From an optimization exercise on the open Yosys and OpenROAD flow, aimed at small area, a short achievable clock period and few clock cycles; shortcuts taken in it are not production practice.
The RTL was checked by simulation tests, not by an equivalence proof against the original design.

==> inputs of job 6993 <==
## multi_shot_timer_table
module multi_shot_timer_table #(
    parameter int SLOTS = mstt_pkg::SLOTS_DEF
) (
    input  logic         aclk,
    input  logic         aresetn,
    input  logic         cfg_wr_en,
    input  logic [4:0]   cfg_wr_data,
    input  logic         s_tvalid,
    output logic         s_tready,
    input  logic [127:0] s_tdata,
    input  logic [1:0]   s_tuser,
    output logic         m_tvalid,
    input  logic         m_tready,
    output logic [71:0]  m_tdata,
    output logic [2:0]   m_tuser,
    output logic         m_tlast
);
make LEC_CHECK=0 CAP_MARGIN=20 CORE_MARGIN=2 CORE_UTILIZATION=40 PLACE_DENSITY=0.45 SETUP_SLACK_MARGIN=5 SLEW_MARGIN=20 TNS_END_PERCENT=10 finish   # period 10.0 ns
run.sh (not shown) runs the stock make flow with config.mk's settings and CLKGATE_MAP_FILE= SYNTH_SCRIPT=/design/flow/synth_recipe.tcl, a recipe that flattens the netlist after the stock synthesis.
==> inputs of job 5580, as changes to job 6993 <==
--- a/flow/design.v
+++ b/flow/design.v
@@ -55,19 +55,19 @@
     assign dh = deadline[48:20];
     assign nh = {1'b0, now[47:20]};
     mstt_ks_add #(.W(20)) u_lo (
         .a    (deadline[19:0]),
         .b    (~now[19:0]),
         .cin  (1'b1),
         .s    (lo),
-        .cout (no_borrow)
+        .cout (no_borrow),
+        .pall (lo_zero)      
     );
     mstt_le #(.W(29)) u_le (.a(dh), .b(nh), .le(le_h), .eq_out(eq_h));
     always_comb begin
-        lo_zero = (deadline[19:0] == now[19:0]);
         eq_h1   = (dh == now_hi1);
         due     = (le_h && !eq_h) || (eq_h && (!no_borrow || lo_zero));
         near    = (eq_h && no_borrow && !lo_zero) || (eq_h1 && !no_borrow);
         expire  = valid && due;
         if (!valid) begin
             left = 20'd1000000;
         end else if (!due) begin
@@ -83,15 +83,16 @@
 module mstt_ks_add #(
     parameter int W = 32
 ) (
     input  logic [W-1:0] a,
     input  logic [W-1:0] b,
     input  logic         cin,
     output logic [W-1:0] s,
-    output logic         cout
+    output logic         cout,
+    output logic         pall
 );
     localparam int L = $clog2(W);
     logic [W-1:0] p;
     logic [L:0][W-1:0] gl;
     logic [L:0][W-1:0] pl;
     always_comb begin
         p     = a ^ b;
@@ -107,14 +108,15 @@
                     gl[l+1][i] = gl[l][i];
                     pl[l+1][i] = pl[l][i];
                 end
             end
         end
         s    = p ^ {gl[L][W-2:0], cin};
         cout = gl[L][W-1];
+        pall = &p;
     end
 endmodule
 module mstt_le #(
     parameter int W = 20
 ) (
     input  logic [W-1:0] a,
     input  logic [W-1:0] b,
@@ -303,15 +305,16 @@
     logic [31:0] exp_lo;
     logic        exp_c;
     mstt_ks_add #(.W(32)) u_exp (
         .a    (t_now[31:0]),
         .b    (sel_int),
         .cin  (1'b0),
         .s    (exp_lo),
-        .cout (exp_c)
+        .cout (exp_c),
+        .pall ()
     );
     assign dl_exp = {exp_c ? t_hi1 : {1'b0, t_now[47:32]}, exp_lo};
     logic [3:0][19:0] grp;
     genvar gg;
     generate
         for (gg = 0; gg < 4; gg++) begin : g_grp
             mstt_min4 u_min (
@@ -390,15 +393,16 @@
     logic [31:0] add_lo;
     logic        add_c;
     mstt_ks_add #(.W(32)) u_add (
         .a    (r_now[31:0]),
         .b    (r_int),
         .cin  (1'b0),
         .s    (add_lo),
-        .cout (add_c)
+        .cout (add_c),
+        .pall ()
     );
     assign dl_add   = {add_c ? ({1'b0, r_now[47:32]} + 17'd1) : {1'b0, r_now[47:32]}, add_lo};
     assign last_add = (r_rep <= 16'd1);
     assign now_hi1  = {1'b0, r_now[47:20]} + 29'd1;
     assign dl_w   = y_exp ? dl_exp : dl_add;
     assign fc_w   = y_exp ? fc_inc : 16'd0;
     assign last_w = y_exp ? last_next : last_add;
- CORE_UTILIZATION: 40 -> 50
- PLACE_DENSITY: 0.45 -> 0.55
==> notes.md <==
- Between job 5580 and job 6993, the lower synthesized area is in job 6993 (gap about 0.3%, measured against job 6993).
- Between job 6993 and job 5580, the lower synthesized cell count is in job 6993 (gap about 0.7%, measured against job 5580).
- Against job 5580, the setup slack of job 6993 is better by 0.071 ns.
- In job 6993 the worst hold slack is lower than in job 5580, by 0.016 ns.
- Clock skew: job 6993 is lower than job 5580 (0.013 ns).
- Of job 6993 and job 5580, job 5580 has the higher core utilization (gap 11 points).
Testbench counts of job 6993, summed over its fixed seeds: cycles 5,138.
Testbench counts of job 5580, summed over its fixed seeds: cycles 5,138.

## static timing again, ports no longer ideal
No port has a modelled driver above. Below, the same layouts with a new extraction and two added sets of constraints.
Step 1: set_driving_cell puts a clkbuf_16 on aclk and a buf_2 on each other input, an assumption about the parent block.
Step 2 also shifts input and output timing later by t, the mid clock arrival at the registers, as if the neighbouring blocks saw the same clock.
Slacks: ideal / step 1 / step 2; pairs: ideal / step 1.
run	t (ns)	slack for setup (ns)	hold WS [ns]	worst setup path at the end
job 6993	1.109	3.976 / 3.976 / 3.976	0.471 / 0.471 / 0.471	register to register
job 5580	1.090	3.904 / 3.904 / 3.904	0.487 / 0.487 / 0.487	register to register
After both steps every run listed still meets setup and hold.
